From an optimization exercise on the open Yosys and OpenROAD flow, aimed at small area; shortcuts taken in it are not production practice. In this exercise RTL edits were held to simulation tests only and were not proved equivalent to the original. Power and IR drop assume default switching activity.

## design/flow/design.v

```verilog
`default_nettype none
package mstore_pkg;
    localparam int MAX_DIM      = 5;
    localparam int MAX_ELEMS    = MAX_DIM * MAX_DIM;      
    localparam int NUM_SLOTS    = 16;
    localparam int ID_W         = 8;                      
    localparam int RES_W        = 2 * 4 + MAX_ELEMS * 8;  
    localparam int NUM_GRP      = 10;
    localparam int PMAT_W       = 85;                     
    localparam int RING_W       = 54;                     
    localparam int Y_W          = 14;                     
    localparam int X_W          = 17;                     
    localparam int Y_N          = 6;                      
    localparam int X_N          = 2;                      
    localparam int SHAPE_W      = 5;
    localparam int ENT_W        = SHAPE_W + PMAT_W;       
    localparam int SLOT_W       = $clog2(NUM_SLOTS);
    localparam int HEAD_W       = 10;
endpackage
`default_nettype wire
`default_nettype none
module entry_decoder (
    input  logic                              clk,
    input  logic                              rst,
    input  logic                              wen_i,
    input  logic                              flush_i,
    input  logic [1:0]                        mode_i,
    input  logic [7:0]                        data_i,
    output logic                              commit_valid_o,
    output logic [mstore_pkg::SHAPE_W-1:0]    commit_shape_o,
    output logic [mstore_pkg::PMAT_W-1:0]     commit_data_o,
    output logic                              commit_long_o,    
    output logic                              input_done_o,
    output logic                              error_o
);
    localparam int NUM_GRP = mstore_pkg::NUM_GRP;
    logic       st_getn_q, st_data_q, st_done_q, st_err_q;
    logic       valid_q;
    logic [2:0] rows_q, cols_q;
    logic [3:0] grp_q;                  
    logic [1:0] pos_q;
    logic [3:0] cur0_q, cur1_q;         
    logic [9:0] buf_q [NUM_GRP];        
    logic       grp_end;                
    logic       st_idle;
    logic       is_input, is_ack, dim_ok, elem_ok;
    logic       take_rows, take_cols, take_elem, last_elem;
    logic       clear_head, clear_tail;
    logic       long_q;
    logic [3:0] last_grp;
    logic [1:0] last_pos;
    logic [4:0] shape;
    logic [3:0] w0, w1, w2;
    logic [9:0] grp_word;
    assign st_idle  = !(st_getn_q || st_data_q || st_done_q || st_err_q);
    assign is_input = (mode_i == 2'b00);
    assign is_ack   = mode_i[1];
    assign dim_ok   = (data_i >= 8'd1) && (data_i <= 8'd5);
    assign elem_ok  = (data_i <= 8'd9);
    assign take_rows = st_idle && wen_i && is_input;
    assign take_cols = st_getn_q && wen_i && is_input;
    assign take_elem = st_data_q && !flush_i && wen_i && elem_ok;
    always_comb begin
        shape    = '0;
        last_grp = '0;
        last_pos = '0;
        case ({rows_q, cols_q})
            6'd9:  begin shape = 5'd1;  last_grp = 4'd0; last_pos = 2'd0; end
            6'd10: begin shape = 5'd2;  last_grp = 4'd0; last_pos = 2'd1; end
            6'd11: begin shape = 5'd3;  last_grp = 4'd0; last_pos = 2'd2; end
            6'd12: begin shape = 5'd4;  last_grp = 4'd1; last_pos = 2'd0; end
            6'd13: begin shape = 5'd5;  last_grp = 4'd1; last_pos = 2'd1; end
            6'd17: begin shape = 5'd6;  last_grp = 4'd0; last_pos = 2'd1; end
            6'd18: begin shape = 5'd7;  last_grp = 4'd1; last_pos = 2'd0; end
            6'd19: begin shape = 5'd8;  last_grp = 4'd1; last_pos = 2'd2; end
            6'd20: begin shape = 5'd9;  last_grp = 4'd2; last_pos = 2'd1; end
            6'd21: begin shape = 5'd10; last_grp = 4'd3; last_pos = 2'd0; end
            6'd25: begin shape = 5'd11; last_grp = 4'd0; last_pos = 2'd2; end
            6'd26: begin shape = 5'd12; last_grp = 4'd1; last_pos = 2'd2; end
            6'd27: begin shape = 5'd13; last_grp = 4'd2; last_pos = 2'd2; end
            6'd28: begin shape = 5'd14; last_grp = 4'd3; last_pos = 2'd2; end
            6'd29: begin shape = 5'd15; last_grp = 4'd4; last_pos = 2'd2; end
            6'd33: begin shape = 5'd16; last_grp = 4'd1; last_pos = 2'd0; end
            6'd34: begin shape = 5'd17; last_grp = 4'd2; last_pos = 2'd1; end
            6'd35: begin shape = 5'd18; last_grp = 4'd3; last_pos = 2'd2; end
            6'd36: begin shape = 5'd19; last_grp = 4'd5; last_pos = 2'd0; end
            6'd37: begin shape = 5'd20; last_grp = 4'd7; last_pos = 2'd0; end
            6'd41: begin shape = 5'd21; last_grp = 4'd1; last_pos = 2'd1; end
            6'd42: begin shape = 5'd22; last_grp = 4'd3; last_pos = 2'd0; end
            6'd43: begin shape = 5'd23; last_grp = 4'd4; last_pos = 2'd2; end
            6'd44: begin shape = 5'd24; last_grp = 4'd7; last_pos = 2'd0; end
            6'd45: begin shape = 5'd25; last_grp = 4'd9; last_pos = 2'd1; end
            default: ;
        endcase
    end
    assign last_elem = (grp_q == last_grp) && (pos_q == last_pos);
    assign grp_end   = (grp_q == 4'd5 || grp_q == 4'd7) ? 1'b1 :
                       (grp_q == 4'd9) ? (pos_q == 2'd1) : (pos_q == 2'd2);
    assign clear_head = st_data_q && flush_i && (grp_q == 4'd0) && (pos_q == 2'd0);
    assign clear_tail = take_elem && (grp_q == 4'd1) && (pos_q == 2'd0);
    assign w0 = (pos_q == 2'd0) ? data_i[3:0] : cur0_q;
    assign w1 = (pos_q == 2'd1) ? data_i[3:0] : ((pos_q == 2'd2) ? cur1_q : 4'd0);
    assign w2 = (pos_q == 2'd2) ? data_i[3:0] : 4'd0;
    always_comb begin
        case ({w2[3], w1[3], w0[3]})
            3'b000: grp_word = {w2[2:0], w1[2:0], 1'b0, w0[2:0]};
            3'b001: grp_word = {w2[2:0], w1[2:0], 1'b1, 2'b00, w0[0]};
            3'b010: grp_word = {w2[2:0], w0[2:1], w1[0], 1'b1, 2'b01, w0[0]};
            3'b100: grp_word = {w0[2:1], w2[0], w1[2:0], 1'b1, 2'b10, w0[0]};
            3'b110: grp_word = {w0[2:1], w2[0], 2'b00, w1[0], 1'b1, 2'b11, w0[0]};
            3'b101: grp_word = {w1[2:1], w2[0], 2'b01, w1[0], 1'b1, 2'b11, w0[0]};
            3'b011: grp_word = {w2[2:0], 2'b10, w1[0], 1'b1, 2'b11, w0[0]};
            default: grp_word = {2'b00, w2[0], 2'b11, w1[0], 1'b1, 2'b11, w0[0]};
        endcase
    end
    always_ff @(posedge clk or posedge rst) begin
        if (rst) begin
            st_getn_q <= 1'b0;
            st_data_q <= 1'b0;
            st_done_q <= 1'b0;
            st_err_q  <= 1'b0;
            valid_q   <= 1'b0;
        end else begin
            valid_q <= 1'b0;
            if (st_idle) begin
                if (take_rows) begin
                    st_getn_q <= dim_ok;
                    st_err_q  <= !dim_ok;
                end
            end
            if (st_getn_q) begin
                if (take_cols) begin
                    st_getn_q <= 1'b0;
                    st_data_q <= dim_ok;
                    st_err_q  <= !dim_ok;
                end
            end
            if (st_data_q) begin
                if (flush_i) begin
                    st_data_q <= 1'b0;
                    st_done_q <= 1'b1;
                    valid_q   <= 1'b1;
                end else if (wen_i) begin
                    if (!elem_ok) begin
                        st_data_q <= 1'b0;
                        st_err_q  <= 1'b1;
                    end else if (last_elem) begin
                        st_data_q <= 1'b0;
                        st_done_q <= 1'b1;
                        valid_q   <= 1'b1;
                    end
                end
            end
            if (st_done_q && is_ack) st_done_q <= 1'b0;
            if (st_err_q && is_ack)  st_err_q  <= 1'b0;
        end
    end
    always_ff @(posedge clk) begin
        if (take_rows) begin
            rows_q <= data_i[2:0];
        end
        if (take_cols) begin
            cols_q <= data_i[2:0];
            grp_q  <= '0;
            pos_q  <= '0;
        end
        if (take_elem && !last_elem) begin
            if (grp_end) begin
                pos_q <= '0;
                grp_q <= grp_q + 1'b1;
            end else begin
                pos_q <= pos_q + 1'b1;
            end
        end
        if (take_elem && pos_q == 2'd0) cur0_q <= data_i[3:0];
        if (take_elem && pos_q == 2'd1) cur1_q <= data_i[3:0];
        for (int k = 0; k < NUM_GRP; k++) begin
            if (take_elem && grp_q == 4'(k)) begin
                buf_q[k] <= grp_word;
            end else if ((k == 0) ? clear_head : clear_tail) begin
                buf_q[k] <= '0;
            end
        end
        if (take_elem && grp_q == 4'd0 && pos_q == 2'd0) begin
            long_q <= 1'b0;
        end else if (clear_tail) begin
            long_q <= 1'b1;
        end else if (clear_head) begin
            long_q <= 1'b0;
        end
    end
    assign commit_valid_o = valid_q;
    assign commit_shape_o = shape;
    assign commit_long_o  = long_q;
    assign commit_data_o = {buf_q[9][6:0], buf_q[8], buf_q[7][3:0], buf_q[6], buf_q[5][3:0],
                            buf_q[4], buf_q[3], buf_q[2], buf_q[1], buf_q[0]};
    assign input_done_o = st_done_q;
    assign error_o      = st_err_q;
endmodule
`default_nettype wire
`default_nettype none
module slot_store (
    input  logic                                                  clk,
    input  logic                                                  rst,
    input  logic                                                  commit_valid_i,
    input  logic [mstore_pkg::SHAPE_W-1:0]                        commit_shape_i,
    input  logic [mstore_pkg::PMAT_W-1:0]                         commit_data_i,
    input  logic                                                  commit_long_i,
    output logic [mstore_pkg::NUM_SLOTS-1:0]                      used_o,
    output logic [mstore_pkg::NUM_SLOTS*mstore_pkg::ID_W-1:0]     id_o,
    output logic [mstore_pkg::NUM_SLOTS*mstore_pkg::SHAPE_W-1:0]  shape_o,
    output logic [mstore_pkg::NUM_SLOTS*mstore_pkg::RING_W-1:0]   ring_o,
    output logic [mstore_pkg::X_N-1:0]                            x_valid_o,
    output logic [mstore_pkg::X_N*mstore_pkg::SLOT_W-1:0]         x_slot_o,
    output logic [mstore_pkg::X_N*mstore_pkg::X_W-1:0]            x_data_o,
    output logic [mstore_pkg::Y_N-1:0]                            y_valid_o,
    output logic [mstore_pkg::Y_N*mstore_pkg::SLOT_W-1:0]         y_slot_o,
    output logic [mstore_pkg::Y_N*mstore_pkg::Y_W-1:0]            y_data_o,
    output logic [mstore_pkg::SLOT_W-1:0]                         phase_o,
    output logic [mstore_pkg::NUM_SLOTS-1:0]                      long_o,
    output logic                                                  pend_head_o,
    output logic [mstore_pkg::SLOT_W-1:0]                         pend_head_slot_o,
    output logic                                                  pend_tail_o,
    output logic [mstore_pkg::SLOT_W-1:0]                         pend_tail_slot_o
);
    localparam int NUM_SLOTS = mstore_pkg::NUM_SLOTS;
    localparam int ID_W      = mstore_pkg::ID_W;
    localparam int SHAPE_W   = mstore_pkg::SHAPE_W;
    localparam int PMAT_W    = mstore_pkg::PMAT_W;
    localparam int SLOT_W    = mstore_pkg::SLOT_W;
    localparam int HEAD_W    = mstore_pkg::HEAD_W;
    localparam int RING_W    = mstore_pkg::RING_W;
    localparam int X_W       = mstore_pkg::X_W;
    localparam int Y_W       = mstore_pkg::Y_W;
    localparam logic [SHAPE_W-1:0] SHAPE_4X5 = 5'd20;
    localparam logic [SHAPE_W-1:0] SHAPE_5X4 = 5'd24;
    localparam logic [SHAPE_W-1:0] SHAPE_5X5 = 5'd25;
    localparam logic [NUM_SLOTS-1:0] INS_HEAD = 16'b1001_0010_0100_1001;
    localparam logic [NUM_SLOTS-1:0] INS_TAIL = 16'b0000_1000_0100_0001;
    logic                 commit_q;      
    logic [SLOT_W:0]      n_used_q;
    logic [NUM_SLOTS-1:0] used;
    logic [NUM_SLOTS-1:0] age_q;         
    logic [ID_W-1:0]      next_id_q;
    logic [SLOT_W-1:0]    rr_ptr_q;
    logic [SLOT_W-1:0]    phase_q;
    logic [NUM_SLOTS-1:0] long_q;        
    logic                 pend_h_q;      
    logic [SLOT_W-1:0]    pend_h_slot_q;
    logic                 pend_t_q;      
    logic [SLOT_W-1:0]    pend_t_slot_q;
    logic [ID_W-1:0]      id_q    [NUM_SLOTS];
    logic [SHAPE_W-1:0]   shape_q [NUM_SLOTS];
    logic [RING_W-1:0]    ring_q  [NUM_SLOTS];
    logic                 is_5x5, is_big;
    logic [NUM_SLOTS-1:0] same_type;
    logic [NUM_SLOTS-1:0] free_oh, old_oh, rr_oh, wr_oh;
    logic                 free_found, old_found, same_one, same_two;
    logic                 use_rr;
    logic [SLOT_W-1:0]    wr_idx;
    logic                 ins_h_req,  ins_t_req;
    logic [SLOT_W-1:0]    ins_h_slot, ins_t_slot;
    logic [SLOT_W-1:0]    ins_h_pos,  ins_t_pos;
    logic                 ins_h_ok,   ins_t_ok;
    logic                 t_cancel;
    always_comb begin
        free_found = !n_used_q[SLOT_W];
        old_found  = 1'b0;
        same_one   = 1'b0;
        same_two   = 1'b0;
        for (int i = 0; i < NUM_SLOTS; i++) begin
            used[i]      = (n_used_q > (SLOT_W+1)'(i));
            same_type[i] = used[i] && (shape_q[i] == commit_shape_i);
            free_oh[i]   = (n_used_q == (SLOT_W+1)'(i));
            old_oh[i]    = same_type[i] && age_q[i] && !old_found;
            rr_oh[i]     = (rr_ptr_q == SLOT_W'(i));
            old_found    = old_found || (same_type[i] && age_q[i]);
            same_two     = same_two || (same_one && same_type[i]);
            same_one     = same_one || same_type[i];
        end
    end
    always_comb begin
        if (!same_two) begin
            use_rr = !free_found;            
            wr_oh  = free_found ? free_oh : rr_oh;
        end else begin
            use_rr = !old_found;
            wr_oh  = old_found ? old_oh : rr_oh;
        end
        wr_idx = '0;
        for (int i = 0; i < NUM_SLOTS; i++) begin
            if (wr_oh[i]) wr_idx = wr_idx | SLOT_W'(i);
        end
    end
    always_ff @(posedge clk or posedge rst) begin
        if (rst) begin
            commit_q  <= 1'b0;
            n_used_q  <= '0;
            next_id_q <= ID_W'(1);
            rr_ptr_q  <= '0;
        end else begin
            commit_q  <= commit_valid_i;
            if (commit_q) begin
                if (!same_two && free_found) begin
                    n_used_q <= n_used_q + 1'b1;
                end
                next_id_q <= (next_id_q == '1) ? ID_W'(1) : next_id_q + 1'b1;
                if (use_rr) begin
                    rr_ptr_q <= rr_ptr_q + 1'b1;
                end
            end
        end
    end
    always_ff @(posedge clk) begin
        for (int i = 0; i < NUM_SLOTS; i++) begin
            if (commit_q && wr_oh[i]) begin
                age_q[i]   <= 1'b0;
                long_q[i]  <= commit_long_i;
                id_q[i]    <= next_id_q;
                shape_q[i] <= commit_shape_i;
            end else if (commit_q && same_type[i]) begin
                age_q[i]   <= 1'b1;
            end
        end
    end
    assign ins_h_req  = commit_q || pend_h_q;
    assign ins_h_slot = commit_q ? wr_idx : pend_h_slot_q;
    assign ins_h_pos  = ins_h_slot + phase_q + 1'b1;    
    assign ins_h_ok   = INS_HEAD[ins_h_pos];
    assign ins_t_req  = (commit_q && commit_long_i) || pend_t_q;
    assign ins_t_slot = (commit_q && commit_long_i) ? wr_idx : pend_t_slot_q;
    assign ins_t_pos  = ins_t_slot + phase_q + 1'b1;
    assign ins_t_ok   = INS_TAIL[ins_t_pos];
    assign t_cancel   = commit_q && !commit_long_i && (wr_idx == pend_t_slot_q);
    always_ff @(posedge clk or posedge rst) begin
        if (rst) begin
            phase_q  <= '0;
            pend_h_q <= 1'b0;
            pend_t_q <= 1'b0;
        end else begin
            phase_q  <= phase_q + 1'b1;
            pend_h_q <= ins_h_req && !ins_h_ok;
            pend_t_q <= ins_t_req && !ins_t_ok && !t_cancel;
        end
    end
    always_ff @(posedge clk) begin
        if (commit_q) begin
            pend_h_slot_q <= wr_idx;
        end
        if (commit_q && commit_long_i) begin
            pend_t_slot_q <= wr_idx;
        end
    end
    always_ff @(posedge clk) begin
        for (int k = 0; k < NUM_SLOTS; k++) begin
            if (INS_HEAD[k] && ins_h_req && ins_h_pos == SLOT_W'(k)) begin
                ring_q[k][HEAD_W-1:0] <= commit_data_i[HEAD_W-1:0];
            end else begin
                ring_q[k][HEAD_W-1:0] <= ring_q[(k + NUM_SLOTS - 1) % NUM_SLOTS][HEAD_W-1:0];
            end
            if (INS_TAIL[k] && ins_t_req && ins_t_pos == SLOT_W'(k)) begin
                ring_q[k][RING_W-1:HEAD_W] <= commit_data_i[RING_W-1:HEAD_W];
            end else begin
                ring_q[k][RING_W-1:HEAD_W] <= ring_q[(k + NUM_SLOTS - 1) % NUM_SLOTS][RING_W-1:HEAD_W];
            end
        end
    end
    assign is_5x5 = (commit_shape_i == SHAPE_5X5);
    assign is_big = is_5x5 || (commit_shape_i == SHAPE_4X5) || (commit_shape_i == SHAPE_5X4);
    side_store #(.N(mstore_pkg::Y_N), .W(Y_W)) u_side_y (
        .clk     (clk),
        .rst     (rst),
        .we_i    (commit_q),
        .slot_i  (wr_idx),
        .elig_i  (is_big),
        .data_i  (commit_long_i ? commit_data_i[RING_W +: Y_W] : '0),
        .valid_o (y_valid_o),
        .slot_o  (y_slot_o),
        .data_o  (y_data_o)
    );
    side_store #(.N(mstore_pkg::X_N), .W(X_W)) u_side_x (
        .clk     (clk),
        .rst     (rst),
        .we_i    (commit_q),
        .slot_i  (wr_idx),
        .elig_i  (is_5x5),
        .data_i  (commit_long_i ? commit_data_i[RING_W + Y_W +: X_W] : '0),
        .valid_o (x_valid_o),
        .slot_o  (x_slot_o),
        .data_o  (x_data_o)
    );
    for (genvar g = 0; g < NUM_SLOTS; g++) begin : g_table
        assign used_o[g]                      = used[g];
        assign id_o[g*ID_W +: ID_W]           = id_q[g];
        assign shape_o[g*SHAPE_W +: SHAPE_W]  = shape_q[g];
        assign ring_o[g*RING_W +: RING_W]     = ring_q[g];
    end
    assign phase_o     = phase_q;
    assign long_o           = long_q;
    assign pend_head_o      = pend_h_q;
    assign pend_head_slot_o = pend_h_slot_q;
    assign pend_tail_o      = pend_t_q;
    assign pend_tail_slot_o = pend_t_slot_q;
endmodule
module side_store #(
    parameter int N = 2,
    parameter int W = 8
) (
    input  logic                                  clk,
    input  logic                                  rst,
    input  logic                                  we_i,
    input  logic [mstore_pkg::SLOT_W-1:0]         slot_i,
    input  logic                                  elig_i,
    input  logic [W-1:0]                          data_i,
    output logic [N-1:0]                          valid_o,
    output logic [N*mstore_pkg::SLOT_W-1:0]       slot_o,
    output logic [N*W-1:0]                        data_o
);
    localparam int SLOT_W = mstore_pkg::SLOT_W;
    logic [N-1:0]      valid_q;
    logic [SLOT_W-1:0] slot_q [N];
    logic [W-1:0]      data_q [N];
    logic [N-1:0]      hit, free_oh, sel;
    logic              any_hit, free_seen;
    always_comb begin
        any_hit   = 1'b0;
        free_seen = 1'b0;
        for (int j = 0; j < N; j++) begin
            hit[j]     = valid_q[j] && (slot_q[j] == slot_i);
            free_oh[j] = !valid_q[j] && !free_seen;
            free_seen  = free_seen || !valid_q[j];
            any_hit    = any_hit || hit[j];
        end
        sel = any_hit ? hit : free_oh;
    end
    always_ff @(posedge clk or posedge rst) begin
        if (rst) begin
            valid_q <= '0;
        end else if (we_i) begin
            for (int j = 0; j < N; j++) begin
                if (sel[j]) valid_q[j] <= elig_i;
            end
        end
    end
    always_ff @(posedge clk) begin
        for (int j = 0; j < N; j++) begin
            if (we_i && elig_i && sel[j]) begin
                slot_q[j] <= slot_i;
                data_q[j] <= data_i;
            end
        end
    end
    for (genvar j = 0; j < N; j++) begin : g_out
        assign slot_o[j*SLOT_W +: SLOT_W] = slot_q[j];
        assign data_o[j*W +: W]           = data_q[j];
    end
    assign valid_o = valid_q;
endmodule
`default_nettype wire
`default_nettype none
module id_lookup (
    input  logic                                                  clk,
    input  logic                                                  rst,
    input  logic [mstore_pkg::NUM_SLOTS-1:0]                      used_i,
    input  logic [mstore_pkg::NUM_SLOTS*mstore_pkg::ID_W-1:0]     id_i,
    input  logic [mstore_pkg::NUM_SLOTS*mstore_pkg::SHAPE_W-1:0]  shape_i,
    input  logic [mstore_pkg::NUM_SLOTS*mstore_pkg::RING_W-1:0]   ring_i,
    input  logic [mstore_pkg::X_N-1:0]                            x_valid_i,
    input  logic [mstore_pkg::X_N*mstore_pkg::SLOT_W-1:0]         x_slot_i,
    input  logic [mstore_pkg::X_N*mstore_pkg::X_W-1:0]            x_data_i,
    input  logic [mstore_pkg::Y_N-1:0]                            y_valid_i,
    input  logic [mstore_pkg::Y_N*mstore_pkg::SLOT_W-1:0]         y_slot_i,
    input  logic [mstore_pkg::Y_N*mstore_pkg::Y_W-1:0]            y_data_i,
    input  logic [mstore_pkg::SLOT_W-1:0]                         phase_i,
    input  logic [mstore_pkg::NUM_SLOTS-1:0]                      long_i,
    input  logic                                                  pend_head_i,
    input  logic [mstore_pkg::SLOT_W-1:0]                         pend_head_slot_i,
    input  logic                                                  pend_tail_i,
    input  logic [mstore_pkg::SLOT_W-1:0]                         pend_tail_slot_i,
    input  logic [mstore_pkg::PMAT_W-1:0]                         pend_data_i,
    input  logic [mstore_pkg::ID_W-1:0]                           read_id_a_i,
    input  logic [mstore_pkg::ID_W-1:0]                           read_id_b_i,
    output logic [mstore_pkg::RES_W-1:0]                          mat_a_o,    
    output logic [mstore_pkg::RES_W-1:0]                          mat_b_o
);
    localparam int NUM_SLOTS = mstore_pkg::NUM_SLOTS;
    localparam int ID_W      = mstore_pkg::ID_W;
    localparam int ENT_W     = mstore_pkg::ENT_W;
    localparam int SLOT_W    = mstore_pkg::SLOT_W;
    localparam int SHAPE_W   = mstore_pkg::SHAPE_W;
    localparam int PMAT_W    = mstore_pkg::PMAT_W;
    localparam int RING_W    = mstore_pkg::RING_W;
    localparam int X_W       = mstore_pkg::X_W;
    localparam int Y_W       = mstore_pkg::Y_W;
    localparam int X_N       = mstore_pkg::X_N;
    localparam int Y_N       = mstore_pkg::Y_N;
    localparam int HEAD_W    = mstore_pkg::HEAD_W;
    logic [ID_W-1:0]   rid_a_q,   rid_b_q;
    logic              found_a_q, found_b_q;
    logic [SLOT_W-1:0] idx_a_q,   idx_b_q;
    logic              find_a,    find_b;
    logic [SLOT_W-1:0] fidx_a,    fidx_b;
    logic [ENT_W-1:0]  fetch_a,   fetch_b;
    always_ff @(posedge clk) begin
        rid_a_q <= read_id_a_i;
        rid_b_q <= read_id_b_i;
    end
    always_comb begin
        find_a = 1'b0;
        find_b = 1'b0;
        fidx_a = '0;
        fidx_b = '0;
        for (int i = 0; i < NUM_SLOTS; i++) begin
            if (used_i[i] && id_i[i*ID_W +: ID_W] == rid_a_q) begin
                find_a = 1'b1;
                fidx_a = SLOT_W'(i);
            end
            if (used_i[i] && id_i[i*ID_W +: ID_W] == rid_b_q) begin
                find_b = 1'b1;
                fidx_b = SLOT_W'(i);
            end
        end
    end
    always_ff @(posedge clk or posedge rst) begin
        if (rst) begin
            found_a_q <= 1'b0;
            found_b_q <= 1'b0;
        end else begin
            found_a_q <= find_a;
            found_b_q <= find_b;
        end
    end
    always_ff @(posedge clk) begin
        idx_a_q <= fidx_a;
        idx_b_q <= fidx_b;
    end
    logic               byp_h_a, byp_h_b, byp_t_a, byp_t_b;
    logic               tail_a,  tail_b;
    logic [SLOT_W-1:0]  pos_a,   pos_b;
    logic [SHAPE_W-1:0] fshape_a, fshape_b;
    logic [PMAT_W-1:0]  fdata_a,  fdata_b;
    assign byp_h_a = found_a_q && pend_head_i && (idx_a_q == pend_head_slot_i);
    assign byp_h_b = found_b_q && pend_head_i && (idx_b_q == pend_head_slot_i);
    assign byp_t_a = found_a_q && pend_tail_i && (idx_a_q == pend_tail_slot_i);
    assign byp_t_b = found_b_q && pend_tail_i && (idx_b_q == pend_tail_slot_i);
    assign tail_a  = found_a_q && long_i[idx_a_q] && !byp_t_a;
    assign tail_b  = found_b_q && long_i[idx_b_q] && !byp_t_b;
    assign pos_a   = idx_a_q + phase_i;
    assign pos_b   = idx_b_q + phase_i;
    logic [NUM_SLOTS:0]   hsel_a, hsel_b, tsel_a, tsel_b;
    logic [NUM_SLOTS-1:0] ssel_a, ssel_b;
    always_comb begin
        for (int i = 0; i < NUM_SLOTS; i++) begin
            hsel_a[i] = found_a_q && !byp_h_a && pos_a == SLOT_W'(i);
            hsel_b[i] = found_b_q && !byp_h_b && pos_b == SLOT_W'(i);
            tsel_a[i] = tail_a && pos_a == SLOT_W'(i);
            tsel_b[i] = tail_b && pos_b == SLOT_W'(i);
            ssel_a[i] = found_a_q && idx_a_q == SLOT_W'(i);
            ssel_b[i] = found_b_q && idx_b_q == SLOT_W'(i);
        end
        hsel_a[NUM_SLOTS] = byp_h_a;
        hsel_b[NUM_SLOTS] = byp_h_b;
        tsel_a[NUM_SLOTS] = byp_t_a;
        tsel_b[NUM_SLOTS] = byp_t_b;
    end
    function automatic logic ao17(input logic [NUM_SLOTS:0] s, input logic [NUM_SLOTS:0] d);
        logic [5:0] g;
        for (int j = 0; j < 6; j++) begin
            g[j] = 1'b0;
            for (int k = 0; k < 3; k++) begin
                if (3*j + k <= NUM_SLOTS) g[j] = g[j] | (s[3*j+k] & d[3*j+k]);
            end
        end
        ao17 = |g;
    endfunction
    function automatic logic ao16(input logic [NUM_SLOTS-1:0] s, input logic [NUM_SLOTS-1:0] d);
        logic [5:0] g;
        for (int j = 0; j < 6; j++) begin
            g[j] = 1'b0;
            for (int k = 0; k < 3; k++) begin
                if (3*j + k < NUM_SLOTS) g[j] = g[j] | (s[3*j+k] & d[3*j+k]);
            end
        end
        ao16 = |g;
    endfunction
    logic [X_N-1:0] xsel_a, xsel_b;
    logic [Y_N-1:0] ysel_a, ysel_b;
    logic [X_W-1:0] xd_a, xd_b;
    logic [Y_W-1:0] yd_a, yd_b;
    always_comb begin
        xd_a = '0;
        xd_b = '0;
        yd_a = '0;
        yd_b = '0;
        for (int j = 0; j < X_N; j++) begin
            xsel_a[j] = found_a_q && x_valid_i[j] && x_slot_i[j*SLOT_W +: SLOT_W] == idx_a_q;
            xsel_b[j] = found_b_q && x_valid_i[j] && x_slot_i[j*SLOT_W +: SLOT_W] == idx_b_q;
            xd_a = xd_a | ({X_W{xsel_a[j]}} & x_data_i[j*X_W +: X_W]);
            xd_b = xd_b | ({X_W{xsel_b[j]}} & x_data_i[j*X_W +: X_W]);
        end
        for (int j = 0; j < Y_N; j++) begin
            ysel_a[j] = found_a_q && y_valid_i[j] && y_slot_i[j*SLOT_W +: SLOT_W] == idx_a_q;
            ysel_b[j] = found_b_q && y_valid_i[j] && y_slot_i[j*SLOT_W +: SLOT_W] == idx_b_q;
            yd_a = yd_a | ({Y_W{ysel_a[j]}} & y_data_i[j*Y_W +: Y_W]);
            yd_b = yd_b | ({Y_W{ysel_b[j]}} & y_data_i[j*Y_W +: Y_W]);
        end
    end
    assign fdata_a[PMAT_W-1:RING_W] = {xd_a, yd_a};
    assign fdata_b[PMAT_W-1:RING_W] = {xd_b, yd_b};
    for (genvar b = 0; b < RING_W; b++) begin : g_dbit
        logic [NUM_SLOTS:0] col;
        for (genvar i = 0; i < NUM_SLOTS; i++) begin : g_c
            assign col[i] = ring_i[i*RING_W + b];
        end
        assign col[NUM_SLOTS] = pend_data_i[b];
        assign fdata_a[b] = ao17((b < HEAD_W) ? hsel_a : tsel_a, col);
        assign fdata_b[b] = ao17((b < HEAD_W) ? hsel_b : tsel_b, col);
    end
    for (genvar b = 0; b < SHAPE_W; b++) begin : g_sbit
        logic [NUM_SLOTS-1:0] col;
        for (genvar i = 0; i < NUM_SLOTS; i++) begin : g_c
            assign col[i] = shape_i[i*SHAPE_W + b];
        end
        assign fshape_a[b] = ao16(ssel_a, col);
        assign fshape_b[b] = ao16(ssel_b, col);
    end
    assign fetch_a = {fshape_a, fdata_a};
    assign fetch_b = {fshape_b, fdata_b};
    entry_unpack u_unpack_a (.ent_i(fetch_a), .mat_o(mat_a_o));
    entry_unpack u_unpack_b (.ent_i(fetch_b), .mat_o(mat_b_o));
endmodule
module entry_unpack (
    input  logic [mstore_pkg::ENT_W-1:0]  ent_i,
    output logic [mstore_pkg::RES_W-1:0]  mat_o
);
    localparam int NUM_GRP = mstore_pkg::NUM_GRP;
    localparam int PMAT_W  = mstore_pkg::PMAT_W;
    logic [2:0]   rows, cols;
    logic [199:0] data;
    always_comb begin
        rows = '0;
        cols = '0;
        case (ent_i[PMAT_W +: mstore_pkg::SHAPE_W])
            5'd1:  begin rows = 3'd1; cols = 3'd1; end
            5'd2:  begin rows = 3'd1; cols = 3'd2; end
            5'd3:  begin rows = 3'd1; cols = 3'd3; end
            5'd4:  begin rows = 3'd1; cols = 3'd4; end
            5'd5:  begin rows = 3'd1; cols = 3'd5; end
            5'd6:  begin rows = 3'd2; cols = 3'd1; end
            5'd7:  begin rows = 3'd2; cols = 3'd2; end
            5'd8:  begin rows = 3'd2; cols = 3'd3; end
            5'd9:  begin rows = 3'd2; cols = 3'd4; end
            5'd10: begin rows = 3'd2; cols = 3'd5; end
            5'd11: begin rows = 3'd3; cols = 3'd1; end
            5'd12: begin rows = 3'd3; cols = 3'd2; end
            5'd13: begin rows = 3'd3; cols = 3'd3; end
            5'd14: begin rows = 3'd3; cols = 3'd4; end
            5'd15: begin rows = 3'd3; cols = 3'd5; end
            5'd16: begin rows = 3'd4; cols = 3'd1; end
            5'd17: begin rows = 3'd4; cols = 3'd2; end
            5'd18: begin rows = 3'd4; cols = 3'd3; end
            5'd19: begin rows = 3'd4; cols = 3'd4; end
            5'd20: begin rows = 3'd4; cols = 3'd5; end
            5'd21: begin rows = 3'd5; cols = 3'd1; end
            5'd22: begin rows = 3'd5; cols = 3'd2; end
            5'd23: begin rows = 3'd5; cols = 3'd3; end
            5'd24: begin rows = 3'd5; cols = 3'd4; end
            5'd25: begin rows = 3'd5; cols = 3'd5; end
            default: ;
        endcase
    end
    function automatic logic [11:0] dpd_dec(input logic [9:0] c);
        logic [3:0] d2, d1, d0;
        if (!c[3]) begin
            d2 = {1'b0, c[9:7]}; d1 = {1'b0, c[6:4]}; d0 = {1'b0, c[2:0]};
        end else begin
            case (c[2:1])
                2'b00: begin d2 = {1'b0, c[9:7]}; d1 = {1'b0, c[6:4]}; d0 = {3'b100, c[0]}; end
                2'b01: begin d2 = {1'b0, c[9:7]}; d1 = {3'b100, c[4]}; d0 = {1'b0, c[6:5], c[0]}; end
                2'b10: begin d2 = {3'b100, c[7]}; d1 = {1'b0, c[6:4]}; d0 = {1'b0, c[9:8], c[0]}; end
                default: begin
                    case (c[6:5])
                        2'b00: begin d2 = {3'b100, c[7]}; d1 = {3'b100, c[4]}; d0 = {1'b0, c[9:8], c[0]}; end
                        2'b01: begin d2 = {3'b100, c[7]}; d1 = {1'b0, c[9:8], c[4]}; d0 = {3'b100, c[0]}; end
                        2'b10: begin d2 = {1'b0, c[9:7]}; d1 = {3'b100, c[4]}; d0 = {3'b100, c[0]}; end
                        default: begin d2 = {3'b100, c[7]}; d1 = {3'b100, c[4]}; d0 = {3'b100, c[0]}; end
                    endcase
                end
            endcase
        end
        dpd_dec = {d2, d1, d0};
    endfunction
    for (genvar k = 0; k < 5; k++) begin : g_dpd
        logic [11:0] d;
        assign d = dpd_dec(ent_i[k*10 +: 10]);
        assign data[(3*k)*8 +: 8]   = {4'd0, d[3:0]};
        assign data[(3*k+1)*8 +: 8] = {4'd0, d[7:4]};
        assign data[(3*k+2)*8 +: 8] = {4'd0, d[11:8]};
    end
    logic [11:0] d5, d6, d7, d8, d9;
    assign d5 = dpd_dec({6'd0, ent_i[50 +: 4]});
    assign d6 = dpd_dec(ent_i[54 +: 10]);
    assign d7 = dpd_dec({6'd0, ent_i[64 +: 4]});
    assign d8 = dpd_dec(ent_i[68 +: 10]);
    assign d9 = dpd_dec({3'd0, ent_i[78 +: 7]});
    assign data[15*8 +: 8] = {4'd0, d5[3:0]};
    assign data[16*8 +: 8] = {4'd0, d6[3:0]};
    assign data[17*8 +: 8] = {4'd0, d6[7:4]};
    assign data[18*8 +: 8] = {4'd0, d6[11:8]};
    assign data[19*8 +: 8] = {4'd0, d7[3:0]};
    assign data[20*8 +: 8] = {4'd0, d8[3:0]};
    assign data[21*8 +: 8] = {4'd0, d8[7:4]};
    assign data[22*8 +: 8] = {4'd0, d8[11:8]};
    assign data[23*8 +: 8] = {4'd0, d9[3:0]};
    assign data[24*8 +: 8] = {4'd0, d9[7:4]};
    assign mat_o = {1'b0, rows, 1'b0, cols, data};
endmodule
`default_nettype wire
`default_nettype none
module matrix_store_top (
    input  logic                            clk,
    input  logic                            rst,
    input  logic                            wen_i,
    input  logic                            flush_i,
    input  logic [1:0]                      mode_i,
    input  logic [7:0]                      data_i,
    input  logic [7:0]                      read_id_a_i,
    input  logic [7:0]                      read_id_b_i,
    output logic [207:0]                    mat_a_o,    
    output logic [207:0]                    mat_b_o,
    output logic                            input_done_o,
    output logic                            error_o
);
    localparam int NUM_SLOTS = mstore_pkg::NUM_SLOTS;
    logic                                      commit_valid;
    logic [mstore_pkg::SHAPE_W-1:0]            commit_shape;
    logic [mstore_pkg::PMAT_W-1:0]             commit_data;
    logic [NUM_SLOTS-1:0]                      tbl_used;
    logic [NUM_SLOTS*mstore_pkg::ID_W-1:0]     tbl_id;
    logic [NUM_SLOTS*mstore_pkg::SHAPE_W-1:0]  tbl_shape;
    logic [NUM_SLOTS*mstore_pkg::RING_W-1:0]   tbl_ring;
    logic [mstore_pkg::X_N-1:0]                tbl_x_valid;
    logic [mstore_pkg::X_N*mstore_pkg::SLOT_W-1:0] tbl_x_slot;
    logic [mstore_pkg::X_N*mstore_pkg::X_W-1:0]    tbl_x_data;
    logic [mstore_pkg::Y_N-1:0]                tbl_y_valid;
    logic [mstore_pkg::Y_N*mstore_pkg::SLOT_W-1:0] tbl_y_slot;
    logic [mstore_pkg::Y_N*mstore_pkg::Y_W-1:0]    tbl_y_data;
    logic [mstore_pkg::SLOT_W-1:0]             tbl_phase;
    logic                                      commit_long;
    logic [NUM_SLOTS-1:0]                      tbl_long;
    logic                                      tbl_pend_head;
    logic [mstore_pkg::SLOT_W-1:0]             tbl_pend_head_slot;
    logic                                      tbl_pend_tail;
    logic [mstore_pkg::SLOT_W-1:0]             tbl_pend_tail_slot;
    entry_decoder u_entry_decoder (
        .clk            (clk),
        .rst            (rst),
        .wen_i          (wen_i),
        .flush_i        (flush_i),
        .mode_i         (mode_i),
        .data_i         (data_i),
        .commit_valid_o (commit_valid),
        .commit_shape_o (commit_shape),
        .commit_data_o  (commit_data),
        .commit_long_o  (commit_long),
        .input_done_o   (input_done_o),
        .error_o        (error_o)
    );
    slot_store u_slot_store (
        .clk            (clk),
        .rst            (rst),
        .commit_valid_i (commit_valid),
        .commit_shape_i (commit_shape),
        .commit_data_i  (commit_data),
        .commit_long_i  (commit_long),
        .used_o         (tbl_used),
        .id_o           (tbl_id),
        .shape_o        (tbl_shape),
        .ring_o         (tbl_ring),
        .x_valid_o      (tbl_x_valid),
        .x_slot_o       (tbl_x_slot),
        .x_data_o       (tbl_x_data),
        .y_valid_o      (tbl_y_valid),
        .y_slot_o       (tbl_y_slot),
        .y_data_o       (tbl_y_data),
        .phase_o        (tbl_phase),
        .long_o           (tbl_long),
        .pend_head_o      (tbl_pend_head),
        .pend_head_slot_o (tbl_pend_head_slot),
        .pend_tail_o      (tbl_pend_tail),
        .pend_tail_slot_o (tbl_pend_tail_slot)
    );
    id_lookup u_id_lookup (
        .clk         (clk),
        .rst         (rst),
        .used_i      (tbl_used),
        .id_i        (tbl_id),
        .shape_i     (tbl_shape),
        .ring_i      (tbl_ring),
        .x_valid_i   (tbl_x_valid),
        .x_slot_i    (tbl_x_slot),
        .x_data_i    (tbl_x_data),
        .y_valid_i   (tbl_y_valid),
        .y_slot_i    (tbl_y_slot),
        .y_data_i    (tbl_y_data),
        .phase_i     (tbl_phase),
        .long_i           (tbl_long),
        .pend_head_i      (tbl_pend_head),
        .pend_head_slot_i (tbl_pend_head_slot),
        .pend_tail_i      (tbl_pend_tail),
        .pend_tail_slot_i (tbl_pend_tail_slot),
        .pend_data_i (commit_data),
        .read_id_a_i (read_id_a_i),
        .read_id_b_i (read_id_b_i),
        .mat_a_o     (mat_a_o),
        .mat_b_o     (mat_b_o)
    );
endmodule
`default_nettype wire
```

## design/flow/flow/run.sh

```bash
#!/bin/bash
# The standard layout (standard.sh: the ORFS flow) with these changes to
# how the layout is made:
#  - synthesis is the standard one (synth_recipe.tcl and ORFS's synth.tcl,
#    same passes, same registers) except that ABC maps the logic with the
#    single-pass area script in flow/abc_area.script instead of ORFS's
#    repeated speed script;
#  - every port still gets a buffer, but the smallest one (buf_1);
#  - the clock tree uses clkbuf_8 with larger sink clusters and no dummy
#    loads.
# All tool output goes to logs in this folder: make's in flow_make.log, each
# ORFS step's in orfs/logs/.
set -euo pipefail
W=$(pwd)

sed "s#log_cmd abc {\*}\$abc_args#set abc_args [lreplace \$abc_args 1 1 $W/flow/abc_area.script]\n  log_cmd abc {*}\$abc_args#" \
  "$FLOW_HOME/scripts/synth.tcl" > "$W/own_synth_core.tcl"
grep -q "flow/abc_area.script" "$W/own_synth_core.tcl"
sed "s#source \$::env(SCRIPTS_DIR)/synth.tcl#source $W/own_synth_core.tcl#" \
  "$W/synth_recipe.tcl" > "$W/own_synth.tcl"
grep -q "own_synth_core.tcl" "$W/own_synth.tcl"

export BUFFER_PORTS_ARGS="-buffer_cell sky130_fd_sc_hd__buf_1"
export CTS_ARGS="-sink_clustering_enable -repair_clock_nets -dont_use_dummy_load -buf_list sky130_fd_sc_hd__clkbuf_8 -sink_clustering_size 12 -sink_clustering_max_diameter 60"
bash standard.sh SYNTH_SCRIPT="$W/own_synth.tcl" > flow_make.log 2>&1
```

## design/flow/flow/abc_area.script

```
&get -n
&st
&dch -f
&nf
&put
```

## design/flow/standard.sh

```bash
#!/bin/bash
# synth_recipe.tcl (not shown) runs the flow's synth.tcl, then flattens the netlist and writes it again
# the make line also repeats each setting of config.mk as NAME=value (left out here)
make -C /OpenROAD-flow-scripts/flow DESIGN_CONFIG=/design/flow/config.mk WORK_HOME=/design/flow/orfs CLKGATE_MAP_FILE= SYNTH_SCRIPT=/design/flow/synth_recipe.tcl "${@:-finish}"
```

## design/flow/config.mk

```make
export PLATFORM = sky130hd
export DESIGN_NAME = matrix_store_top
export DESIGN_NICKNAME = matrix_store_top
export VERILOG_FILES = /design/flow/design.v
export SDC_FILE = /design/flow/constraint.sdc
export NUM_CORES = 4
export LEC_CHECK = 0
export CAP_MARGIN = 20
export CORE_MARGIN = 2
export CORE_UTILIZATION = 45
export SLEW_MARGIN = 20
```

## design/flow/constraint.sdc

```tcl
create_clock -name core_clock -period 14.0 [get_ports {clk}]
set_input_delay 2.8000 -clock core_clock [delete_from_list [all_inputs] [get_ports {clk}]]
set_output_delay 2.8000 -clock core_clock [all_outputs]
set_load 0.01 [all_outputs]
```

==> summary.txt, run 1 <==
Status
  – Status: no timing/DRC/antenna violations

Routing
  – WL/cell: 29.2 µm
  – Vias: 49100
  – Via/cell ratio: 6.66
  – Residual DRC: 0
  – Drt total wl: 215 mm
  – Met1 wire length: 85.8 mm
  – Drt first pass iters: 12
  – Initial DRC Count: 9255
  – Met3 routed WL: 25.8 mm
  – WL met2: 94.5 mm
  – Post-DRT Antenna Nets: 0
  – Top Metal Used: met5

Timing
  – Least-Margin Pin Slew: 1.21 ns
  – Fin crit period: 9.94 ns
  – Max Transition Viols Final: 0
  – Fmax: 0.101 GHz
  – Final period util: 71.0%
  – TNS Setup: 0 ns
  – Unrepaired setup endpoints after global routing: false
  – Fin Clk Skew: 0.120 ns
  – Hold Violations, Final: 0
  – Final setup margin: 4.06 ns
  – Hold_ws: 0.301 ns
  – # setup viols final: 0
  – Worst slew margin: 18.9%

Clocking
  – CTS Hold Bufs: 0
  – Max clock buf depth: 3
  – Post_cts resized: 0
  – Htree depth: 4
  – Clock slew at reported path FFs: 0.09 ns
  – CTS tree: built
  – Skew-Pair Late Insertion Delay: 0.92 ns
  – Clock root buffer: clkbuf_8
  – Post-CTS Setup Inserts: 0
  – CTS sink count: 1431
  – CTS buffer count: 145

Cells and area
  – Layout cells sized above 1: 6.53%
  – Area grow syn2layout: 9.26%
  – Net count, final: 5674

Yosys
  – Most frequent cell after synthesis: dfxtp_1
  – Cell variety after synth: 72
  – Synth top cells by count: dfxtp_1 (917), a222oi_1 (590), edfxtp_1 (475)
  – FF+latch count, synth: 1431
  – Synth Warn #: 17
  – Post-synth ARST share: 2.73%
  – Sequential-to-total area share from yosys stat: 55.6%
  – Largest cells by area after synthesis: dfxtp_1 (30%), edfxtp_1 (24%), a222oi_1 (9.8%)
  – Dominant cell type by area after synthesis: dfxtp_1
  – Synthesized area: 60400 µm²
  – Predominant post-synthesis flop cell: dfxtp_1
  – Mapped Avg Cell Area: 11.9 µm²
  – EDFF count, synth: 475
  – Top cell type's share of synthesized area: 30.4%
  – Gate Count Post-Synth: 5090

Global routing
  – Total track usage: 30.2%
  – Global-route wire length before repair: 310 mm
  – Antenna violations before repair: 8
  – Largest net degree at the start of global routing: 56
  – Vias in the first global route: 46500
  – Overflow after GRT: 0

Floorplanning
  – Boundary Pins: 448
  – Die area: 137000 µm²
  – Core area: 133000 µm²
  – Die Wd: 370 µm
  – Initial core utilization: 45.3%
  – Row cnt: 134
  – Die Height: 370 µm

Power and ir drop
  – Static Leak: 23.3 nW
  – VDD IR max: 0.0958 mV
  – Power Density: 113 nW/µm²

Critical path
  – Worst EP required: 14.80 ns
  – Most used cell, CP: buf_4
  – Critical path's largest stage delay: 0.77 ns
  – CP max-delay cell: nor2_4
  – Setup CP Type: register to register
  – Worst setup SP type: register
  – Critical path fanouts, max: 34
  – Critical Path AT: 10.73 ns
  – Critical Path Sink Type: register

Placed design
  – Dpl hpwl: 130 mm
  – Pre-CTS WS: 4.30 ns
  – Port Buffers: 243
  – Gpl congestion: 0.952

Run
  – Max cap viols: 0

Worst hold path
  – Hold WC Path Type: register to register
## critical path: cells and delay by family, from the launching register on
| kind | cells | cell delay (ns) |
|---|---|---|
| flip-flops | 1 | 0.49 |
| XOR/XNOR | 3 | 0.62 |
| AO/OA/AOI/OAI | 6 | 1.51 |
| multiplexers | 2 | 0.79 |
| AND/OR/NAND/NOR | 11 | 4.07 |
| buffers and inverters | 4 | 1.53 |
| adder cells (fa/ha/maj) | 2 | 0.73 |
## cell type report
class | count | area (µm²)
well taps | 1768 | 2210
inverters | 100 | 375
fillers | 12000 | 67300
diodes | 5 | 12.5
clock buffers | 145 | 2000
multi-input cells | 3526 | 25800
flip-flops and latches | 1431 | 33600
repair buffers | 386 | 1990
## flip-flops by register name (all words and copies together), names as in the netlist, 16 cells and up
| name | flops |
|---|---|
| u_slot_store.ring_q | 864 |
| u_slot_store.u_side_y.slot_q | 24 |
| u_slot_store.long_q | 16 |
| u_slot_store.age_q | 16 |
| u_slot_store.shape_q | 80 |
| u_slot_store.u_side_y.data_q | 84 |
| u_entry_decoder.buf_q | 85 |
| u_slot_store.id_q | 128 |
| u_slot_store.u_side_x.data_q | 34 |
## power breakdown
| group | internal [mW] | switching, mW | total (mW) | leakage (nW) |
|---|---|---|---|---|
| combinational | 0.192 | 0.372 | 0.564 | 9.63 |
| sequential | 4.44 | 0.159 | 4.60 | 12.6 |
| clock | 0.920 | 1.36 | 2.28 | 1.04 |
## cell families after synthesis
family	count (synthesis)	share of synthesized area (%)
AO/OA/AOI/OAI	1238	17.1
XOR/XNOR	463	6.72
adder cells (fa/ha/maj)	54	1.17
buffers and inverters	336	3.56
flip-flops	1431	55.6
multiplexers	221	4.10
other	1	0.00621
AND/OR/NAND/NOR	1346	11.7
## cell usage in the layout, fill, tap and decap left out, types with 8 or more instances in the layout
master,Yosys,layout
or3_1,11,11
a2111oi_0,8,8
nand2_1,237,237
conb_1,1,204
nor3_2,0,46
nand4_1,71,71
buf_4,236,142
nor2b_1,34,31
dfrtp_1,38,37
mux2_1,200,200
nor2_1,292,286
clkinv_1,100,99
a211oi_1,14,13
clkbuf_8,0,145
nor4_1,99,93
and2_0,115,106
a22oi_1,200,200
a31oi_1,27,27
a222oi_1,590,590
buf_1,0,243
xor2_1,286,286
a221oi_1,12,12
mux2i_1,20,19
nor3b_1,10,10
nand2b_1,31,31
o31ai_1,10,10
xnor2_1,177,177
and3_1,64,62
a22o_1,39,39
o22ai_1,35,35
nand3_1,162,162
and4_1,98,98
ha_1,50,50
edfxtp_1,475,475
a41oi_1,8,8
a21oi_1,122,120
nor3_1,97,51
o21ai_0,96,95
dfxtp_1,917,917
## routing by layer
layer	GRT usage, %	vias up
li1	-	21000
met1	41.1	24000
met2	45.8	3487
met3	7.06	586
met4	13.5	4
met5	0	-
## metrics by stage
step	power, mW	utilization, %	std cells	area [µm²]
2_1_floorplan	5.05	-	5293	61100
3_3_place_gp	5.23	48.0	7210	63900
3_5_place_dp	5.24	48.0	7211	64000
4_1_cts	7.47	49.5	7356	66000
5_1_grt	7.70	49.5	7360	66000
6_report	7.45	49.5	7361	66000
## worst paths after layout
path,end,start,cells after the start,slack (ns)
worst min register to register,u_slot_store.ring_q[10][43],u_slot_store.ring_q[9][43],0,0.30
max in group asynchronous,u_slot_store.rr_ptr_q[3],rst,3,11.40
worst max register to register,u_slot_store.ring_q[0][29],u_entry_decoder.cols_q[1],28,4.06
worst min-delay path,u_slot_store.ring_q[10][43],u_slot_store.ring_q[9][43],0,0.30
worst max-delay path,u_slot_store.ring_q[0][29],u_entry_decoder.cols_q[1],28,4.06
min in group asynchronous,u_slot_store.next_id_q[7],rst,3,2.07
==> run 2: changes to the inputs <==
--- a/design/flow/flow/run.sh
+++ b/design/flow/flow/run.sh
@@ -7,7 +7,9 @@
 #    repeated speed script;
 #  - every port still gets a buffer, but the smallest one (buf_1);
 #  - the clock tree uses clkbuf_8 with larger sink clusters and no dummy
-#    loads.
+#    loads;
+#  - the constant outputs share one tie cell (its net is buffered by the
+#    flow's usual repair) instead of one tie cell per output.
 # All tool output goes to logs in this folder: make's in flow_make.log, each
 # ORFS step's in orfs/logs/.
 set -euo pipefail
@@ -21,5 +23,6 @@
 grep -q "own_synth_core.tcl" "$W/own_synth.tcl"
 
 export BUFFER_PORTS_ARGS="-buffer_cell sky130_fd_sc_hd__buf_1"
-export CTS_ARGS="-sink_clustering_enable -repair_clock_nets -dont_use_dummy_load -buf_list sky130_fd_sc_hd__clkbuf_8 -sink_clustering_size 12 -sink_clustering_max_diameter 60"
+export CTS_ARGS="-sink_clustering_enable -repair_clock_nets -dont_use_dummy_load -buf_list sky130_fd_sc_hd__clkbuf_8 -sink_clustering_size 16 -sink_clustering_max_diameter 60"
+export SKIP_REPAIR_TIE_FANOUT=1
 bash standard.sh SYNTH_SCRIPT="$W/own_synth.tcl" > flow_make.log 2>&1
==> run 2 against run 1 <==
Against the previous run: fmax rose by 2.1%; sequential cell count did not move; core utilization decreased by 0.92 points; die area stayed put; via count decreased by 1.5%; global-route usage rose by 0.11 points; critical path type unchanged; critical path depth down 3; first-iteration DRC count grew 6.7%; synthesized area did not move; total power down 3.5%; non-clock buffer count down 7.
==> summary.txt, run 2 <==
Status
  – Status: no timing/DRC/antenna violations

Yosys
  – Largest cells by area after synthesis: dfxtp_1 (30%), edfxtp_1 (24%), a222oi_1 (9.8%)
  – Top cell type's share of synthesized area: 30.4% (unchanged)
  – Dominant cell type by area after synthesis: dfxtp_1
  – Sequential-to-total area share from yosys stat: 55.6% (unchanged)
  – Adder-cell area share of the yosys netlist: 1.17% (unchanged)
  – Gate Count Post-Synth: 5090 (unchanged)
  – Post-Synth Simple-Gate Area: 11.7% (unchanged)
  – Synth Area in XOR/XNOR: 6.72% (unchanged)
  – Cell variety after synth: 72 (unchanged)
  – Predominant post-synthesis flop cell: dfxtp_1
  – Synth top cells by count: dfxtp_1 (917), a222oi_1 (590), edfxtp_1 (475)
  – Synthesized area: 60400 µm² (unchanged)
  – Synth Area in Compound Gates: 17.1% (unchanged)
  – Post-synth ARST share: 2.73% (unchanged)
  – Synth Warn #: 17 (unchanged)
  – FF+latch count, synth: 1431 (unchanged)
  – EDFF count, synth: 475 (unchanged)
  – Mux contribution to synthesized area: 4.10% (unchanged)
  – Most frequent cell after synthesis: dfxtp_1
  – Mapped Avg Cell Area: 11.9 µm² (unchanged)
  – Largest family of logic cells by synthesized area: compound AO/OA/AOI/OAI gates

Critical path
  – Worst EP required: 14.67 ns (-0.13 ns)
  – Worst setup SP type: register
  – Critical Path Sink Type: register
  – Number of buffers and inverters on the critical path: 2 (-2)
  – CP delay by family, top: simple AND/OR/NAND/NOR gates
  – Setup CP Type: register to register
  – Critical path fanouts, max: 44 (+29%)
  – CP max-delay cell: nor3_1
  – Critical path's largest stage delay: 0.81 ns (+0.04 ns)
  – Critical Path AT: 10.41 ns (-0.32 ns)

Cells and area
  – Reg with most FFs: u_slot_store.ring_q
  – Area grow syn2layout: 7.24%
  – FILL cells: 12000 (+0.33%)
  – Net count, final: 5433 (-4.2%)
  – Commonest non-fill, non-tap cell in the layout: dfxtp_1
  – Max reg flops: 864 (unchanged)
  – Commonest cells after routing, fill and taps aside: dfxtp_1 (917), a222oi_1 (590), edfxtp_1 (475), xor2_1 (286), nor2_1 (280)
  – Largest regs: u_slot_store.ring_q x864, u_slot_store.id_q x128, u_entry_decoder.buf_q x85
  – Layout cells sized above 1: 6.25% (-0.29 points)
  – Final Util: 48.6% (-0.92 points)

Placed design
  – Dpl hpwl: 128 mm (-1.1%)
  – Pre-CTS WS: 4.50 ns (+0.206 ns)
  – Gpl congestion: 0.996 (+4.6%)
  – Port Buffers: 243 (unchanged)

Clocking
  – CTS Hold Bufs: 0 (unchanged)
  – Skew-Pair Late Insertion Delay: 0.90 ns (-0.02 ns)
  – CTS buffer count: 114 (-21%)
  – CTS tree: built
  – Clock root buffer: clkbuf_8
  – Max clock buf depth: 3 (unchanged)
  – Post-CTS Setup Inserts: 0 (unchanged)
  – Htree depth: 3 (-1)
  – CTS sink count: 1431 (unchanged)
  – Clock slew at reported path FFs: 0.08 ns (about the same)
  – Post_cts resized: 0 (unchanged)

Power and ir drop
  – Power share of the clock group: 28.2% (-2.5 points)
  – Power Density: 111 nW/µm² (-1.7%)
  – Static Leak: 22.4 nW (-3.9%)
  – P_sw: 1.83 mW (-3.3%)
  – Combinational power share: 7.8% (+0.2 points)
  – Sw Ratio: 25.5% (+0.058 points)
  – Int Power: 5.36 mW (-3.6%)
  – VDD IR max: 0.0823 mV (-14%)
  – Register share of total power: 64.0% (+2.2 points)

Timing
  – # setup viols final: 0 (unchanged)
  – Max Transition Viols Final: 0 (unchanged)
  – Fin Clk Skew: 0.146 ns (+0.0268 ns)
  – Worst slew margin: 20.7% (+1.8 points)
  – Unrepaired setup endpoints after global routing: false
  – Final period util: 69.5% (-1.4 points)
  – Hold Violations, Final: 0 (unchanged)
  – Final setup margin: 4.27 ns (+0.201 ns)
  – Fin crit period: 9.73 ns (-0.201 ns)
  – TNS Setup: 0 ns (unchanged)
  – Least-Margin Pin Slew: 1.18 ns (-0.0267 ns)
  – Fmax: 0.103 GHz (+2.1%)

Floorplanning
  – Core area: 133000 µm² (unchanged)
  – Die Height: 370 µm (unchanged)
  – Boundary Pins: 448 (unchanged)
  – Initial core utilization: 45.3% (unchanged)
  – Row cnt: 134 (unchanged)
  – Die Wd: 370 µm (unchanged)
  – Die area: 137000 µm² (unchanged)

Routing
  – Initial DRC Count: 9871 (+6.7%)
  – WL/cell: 30.3 µm (+3.4%)
  – Post-DRT Antenna Nets: 0 (unchanged)
  – Drt total wl: 215 mm (about the same)
  – Vias: 48300 (-1.5%)
  – Residual DRC: 0 (unchanged)
  – Via/cell ratio: 6.79 (+1.9%)
  – Drt first pass iters: 15 (+3)

Global routing
  – Total track usage: 30.3% (+0.11 points)
  – Overflow after GRT: 0 (unchanged)
  – Largest net degree at the start of global routing: 205 (+270%)
  – Global-route wire length before repair: 311 mm (+0.30%)
  – Vias in the first global route: 46900 (+1.0%)
  – Antenna violations before repair: 6 (-2)

Worst hold path
  – Hold WC Path Type: register to register

Run
  – Max cap viols: 0 (unchanged)
-- run 2: layout make-up --
class / instances / area [µm²] / area share, %
antenna: 1 / 2.50 / 0.00386
clock buffer: 114 / 1570 / 2.42
inverter: 100 / 375 / 0.580
multi-input combinational: 3323 / 25100 / 38.7
sequential: 1431 / 33600 / 51.9
tap: 1768 / 2210 / 3.42
timing repair buffer: 379 / 1930 / 2.98
-- run 2: layer usage --
metal  up-vias  routed length [µm]  global-route usage, %
met5         -                   9                  0.210
met1     23800               85300                   40.7
met2      3192               97000                   47.6
met3       570               24600                   6.28
met4         2                8450                   12.7
li1      20700                   -                      -
-- run 2: path summary, 6_finish.rpt --
| check | from | end | slack [ns] | depth (start not counted) |
|---|---|---|---|---|
| setup / recovery | u_slot_store.n_used_q[4] | u_slot_store.ring_q[11][48] | 4.27 | 25 |
| hold / removal | u_slot_store.ring_q[6][42] | u_slot_store.ring_q[7][42] | 0.27 | 0 |
| setup reg to reg | u_slot_store.n_used_q[4] | u_slot_store.ring_q[11][48] | 4.27 | 25 |
| hold reg to reg | u_slot_store.ring_q[6][42] | u_slot_store.ring_q[7][42] | 0.27 | 0 |
| max in group asynchronous | rst | u_slot_store.next_id_q[1] | 11.27 | 3 |
| min in group asynchronous | rst | u_slot_store.pend_t_q | 2.10 | 3 |
-- run 2: kinds of logic after synthesis --
group,count (synthesis)
compound gates,1238
xor+xnor,463
fa+ha+maj,54
buf+inv,336
flops,1431
mux,221
other cells,1
simple gates,1346
-- run 2: stage by stage --
step	instances	hold slack, ns	area, µm²	power, mW
2_1_floorplan	5090	0.331	60400	5.05
3_3_place_gp	7000	0.342	63100	5.23
3_5_place_dp	7000	0.340	63100	5.24
4_1_cts	7114	0.266	64700	7.20
5_1_grt	7116	0.288	64700	7.43
6_report	7116	0.269	64700	7.19
-- run 2: power by group through the flow --
stage          clock [mW]  sequential (mW)  combinational, mW
3_5_place_dp            0             4.69              0.551
2_1_floorplan           0             4.64              0.401
6_report             2.03             4.60              0.564
5_1_grt              2.20             4.62              0.612
4_1_cts              2.05             4.59              0.555
3_3_place_gp            0             4.69              0.543
-- run 2: worst reg2reg max path: stages, from the launching register on --
cell       delay [ns]
dfrtp_1          0.68
nor3_1           0.81
a21boi_0         0.60
a21oi_1          0.09
o211ai_1         0.12
nor4_1           0.12
nor3_1           0.35
nand4_1          0.24
nor4_1           0.56
nand4_1          0.25
a2111oi_0        0.56
nand3_1          0.15
buf_4            0.26
mux2_1           0.40
nor4_2           0.68
and2_0           0.67
o21ai_0          0.27
ha_1             0.37
a21oi_1          0.16
o21ai_0          0.11
xor2_1           0.17
xnor2_1          0.17
nor4b_1          0.40
nor2b_4          0.21
buf_4            0.78
mux2_1           0.41
==> run 3: changes to the inputs <==
==> design/flow/flow/abc_area.script (replaced) <==
&get -n
&st
&dch
&nf -R 2000 -C 32
&put
==> run 3 against run 2 <==
Against the previous run: first-iteration DRC count fell by 2.3%; register-to-register slack got worse by 1.4 ns; clock skew grew 0.068 ns; still clean; largest cell class unchanged; combinational power down 43%; setup slack got worse by 1.4 ns; via count is 0.93% lower; largest power group unchanged; wire length fell by 3.6%; sequential cell count is the same; sequential power is 5.4% lower.
==> summary.txt, run 3 <==
Yosys
  – Largest cells by area after synthesis: dfxtp_1 (31%), edfxtp_1 (24%), a222oi_1 (10%)
  – Mapped Avg Cell Area: 11.9 µm² (about the same)
  – EDFF count, synth: 475 (unchanged)
  – Post-Synth Simple-Gate Area: 11.8% (+0.058 points)
  – Synth top cells by count: dfxtp_1 (917), a222oi_1 (623), edfxtp_1 (475)
  – Cell variety after synth: 66 (-8.3%)
  – Synth Area in XOR/XNOR: 6.90% (+0.18 points)
  – Top cell type's share of synthesized area: 30.6% (+0.16 points)
  – Post-synth ARST share: 2.73% (unchanged)
  – Most frequent cell after synthesis: dfxtp_1
  – Synth Warn #: 17 (unchanged)
  – Largest family of logic cells by synthesized area: compound AO/OA/AOI/OAI gates
  – FF+latch count, synth: 1431 (unchanged)
  – Predominant post-synthesis flop cell: dfxtp_1
  – Gate Count Post-Synth: 5066 (-0.47%)
  – Mux contribution to synthesized area: 3.88% (-0.22 points)
  – Synthesized area: 60100 µm² (-0.51%)
  – Dominant cell type by area after synthesis: dfxtp_1
  – Adder-cell area share of the yosys netlist: 1.19% (+0.023 points)
  – Synth Area in Compound Gates: 16.9% (-0.16 points)
  – Sequential-to-total area share from yosys stat: 55.9% (+0.28 points)

Clocking
  – Max clock buf depth: 3 (unchanged)
  – Clock root buffer: clkbuf_8
  – Skew-Pair Late Insertion Delay: 0.93 ns (+0.03 ns)
  – Clock slew at reported path FFs: 0.10 ns (+0.02 ns)
  – CTS buffer count: 119 (+4.4%)
  – CTS sink count: 1431 (unchanged)
  – CTS tree: built
  – Post_cts resized: 0 (unchanged)
  – CTS Hold Bufs: 0 (unchanged)
  – Htree depth: 3 (unchanged)
  – Post-CTS Setup Inserts: 0 (unchanged)

Cells and area
  – Final Util: 48.6% (about the same)
  – Commonest cells after routing, fill and taps aside: dfxtp_1 (917), a222oi_1 (623), edfxtp_1 (475), nor2_1 (342), xor2_1 (305)
  – Max reg flops: 864 (unchanged)
  – Largest regs: u_slot_store.ring_q x864, u_slot_store.id_q x128, u_entry_decoder.buf_q x85
  – FILL cells: 11900 (-1.1%)
  – Reg with most FFs: u_slot_store.ring_q
  – Layout cells sized above 1: 6.32% (+0.070 points)
  – Area grow syn2layout: 7.50%
  – Commonest non-fill, non-tap cell in the layout: dfxtp_1
  – Net count, final: 5421 (-0.22%)

Floorplanning
  – Boundary Pins: 448 (unchanged)
  – Die area: 136000 µm² (-0.50%)
  – Die Height: 369 µm (-0.25%)
  – Initial core utilization: 45.2% (-0.12 points)
  – Row cnt: 134 (unchanged)
  – Core area: 133000 µm² (-0.25%)
  – Die Wd: 369 µm (-0.25%)

Routing
  – Initial DRC Count: 9642 (-2.3%)
  – Vias: 47900 (-0.93%)
  – Drt first pass iters: 13 (-2)
  – Drt total wl: 208 mm (-3.6%)
  – Post-DRT Antenna Nets: 0 (unchanged)
  – Via/cell ratio: 6.73 (-0.85%)
  – Residual DRC: 0 (unchanged)
  – WL/cell: 29.2 µm (-3.5%)

Timing
  – Fmax: 0.0900 GHz (-12%)
  – Final period util: 79.4% (+9.9 points)
  – Final setup margin: 2.89 ns (-1.38 ns)
  – # setup viols final: 0 (unchanged)
  – Fin Clk Skew: 0.214 ns (+0.0678 ns)
  – Hold_ws: 0.254 ns (-0.0153 ns)
  – Fin crit period: 11.11 ns (+1.38 ns)
  – Unrepaired setup endpoints after global routing: false
  – Max Transition Viols Final: 0 (unchanged)
  – Hold Violations, Final: 0 (unchanged)
  – Worst slew margin: 15.7% (-5.0 points)
  – Least-Margin Pin Slew: 1.26 ns (+0.0737 ns)
  – TNS Setup: 0 ns (unchanged)

Worst hold path
  – Hold WC Path Type: register to register

Global routing
  – Overflow after GRT: 0 (unchanged)
  – Global-route wire length before repair: 300 mm (-3.5%)
  – Met1 Use GR: 40.2% (-0.49 points)
  – Largest net degree at the start of global routing: 205 (unchanged)
  – Top Usage Layer GRT: met2
  – Met2 usage: 43.7% (-3.9 points)
  – Vias in the first global route: 45500 (-3.0%)
  – Met3 usage: 6.75% (+0.47 points)
  – Antenna violations before repair: 9 (+3)
  – Total track usage: 29.1% (-1.2 points)

Critical path
  – CP delay by family, top: simple AND/OR/NAND/NOR gates
  – Critical Path AT: 11.92 ns (+1.51 ns)
  – Critical path fanouts, max: 31 (-30%)
  – Setup CP Type: register to register
  – Worst setup SP type: register
  – CP max-delay cell: clkinv_1
  – Worst EP required: 14.81 ns (+0.14 ns)
  – Number of buffers and inverters on the critical path: 7 (+5)
  – Critical path's largest stage delay: 0.95 ns (+0.14 ns)
  – Critical Path Sink Type: register

Placed design
  – Pre-CTS WS: 3.01 ns (-1.49 ns)
  – Gpl congestion: 0.962 (-3.4%)
  – Dpl hpwl: 124 mm (-3.7%)
  – Port Buffers: 243 (unchanged)

Power and ir drop
  – Static Leak: 22.5 nW (+0.46%)
  – VDD IR max: 0.0871 mV (+5.9%)
  – Power Density: 105 nW/µm² (-5.9%)

Run
  – Max cap viols: 0 (unchanged)

Status
  – Status: no timing/DRC/antenna violations
-- run 3: worst paths after layout --
kind                                       startpoint                          end  slack, ns  depth (start not counted)
setup / recovery            u_entry_decoder.cols_q[1]  u_slot_store.ring_q[11][52]       2.89                         36
hold / removal             u_slot_store.ring_q[8][27]   u_slot_store.ring_q[9][27]       0.25                          0
setup reg to reg            u_entry_decoder.cols_q[1]  u_slot_store.ring_q[11][52]       2.89                         36
hold reg to reg            u_slot_store.ring_q[8][27]   u_slot_store.ring_q[9][27]       0.25                          0
max in group asynchronous                         rst     u_slot_store.rr_ptr_q[1]      11.34                          3
min in group asynchronous                         rst        u_slot_store.pend_h_q       2.08                          3
-- run 3: stage by stage --
stage,std cells,power (mW),instance area [µm²]
2_1_floorplan,5066,4.69,60100
3_3_place_gp,6983,4.75,62900
3_5_place_dp,6983,4.76,62900
4_1_cts,7102,6.78,64500
5_1_grt,7107,6.97,64600
6_report,7110,6.75,64600
-- run 3: layout make-up --
cell class	count	area (µm²)	share of cell area (%)
Inverter	71	267	0.413
Multi-Input combinational cell	3328	24800	38.5
Tap cell	1768	2210	3.43
Sequential cell	1431	33600	52.0
Antenna cell	7	17.5	0.0271
Timing Repair Buffer	386	1990	3.09
Clock buffer	119	1640	2.54
-- run 3: logic make-up after synthesis --
kind of cell / after synthesis
AOI/OAI and AO/OA: 1203
DFF: 1431
and+or+nand+nor: 1388
other: 1
muxes: 208
xor gates and xnor gates: 473
buffers and inverters: 307
adders and majority gates: 55
-- run 3: worst reg2reg max path, delay by kind of cell (launching register included) --
family | cells | cell delay [ns]
simple gates | 19 | 5.40
compound gates | 2 | 0.64
flops | 1 | 0.51
mux | 2 | 0.73
xor+xnor | 2 | 0.52
buf+inv | 7 | 2.16
fa+ha+maj | 4 | 1.07
-- run 3: per-layer routing --
metal / wire length (µm) / share of wire [%]
met4: 8800 / 4.2
met1: 83600 / 40
met5: 0 / 0
met3: 25400 / 12
met2: 89800 / 43
-- run 3: power by group --
part / leakage, nW / internal, mW / switching [mW]
Clock: 0.856 / 0.752 / 1.33
Combinational: 9.20 / 0.102 / 0.217
Sequential: 12.5 / 4.31 / 0.0431
Total: 22.5 / 5.16 / 1.59

-- static timing again, ports no longer ideal --
In the flow no input, the clock included, has a driving cell. The finished layouts below were timed again as built, in two steps. Step 1, drivers: a clkbuf_16 drives clk and a buf_2 each remaining input, both assumed. Step 2 also shifts input and output timing later by t, the mid clock arrival at the registers, as if the neighbouring blocks saw the same clock. a / b / c = ideal / step 1 / step 2; a / b = the first two.
run | t, ns | setup WS [ns] | hold slack, ns | worst setup path after step 2
run 1 | 0.938 | 4.065 / 4.065 / 4.065 | 0.301 / 0.301 / 0.301 | register to register
run 2 | 0.896 | 4.266 / 4.266 / 4.266 | 0.269 / 0.269 / 0.269 | register to register
run 3 | 0.889 | 2.886 / 2.886 / 2.886 | 0.254 / 0.254 / 0.254 | register to register
After both steps setup and hold are still met in every run listed.
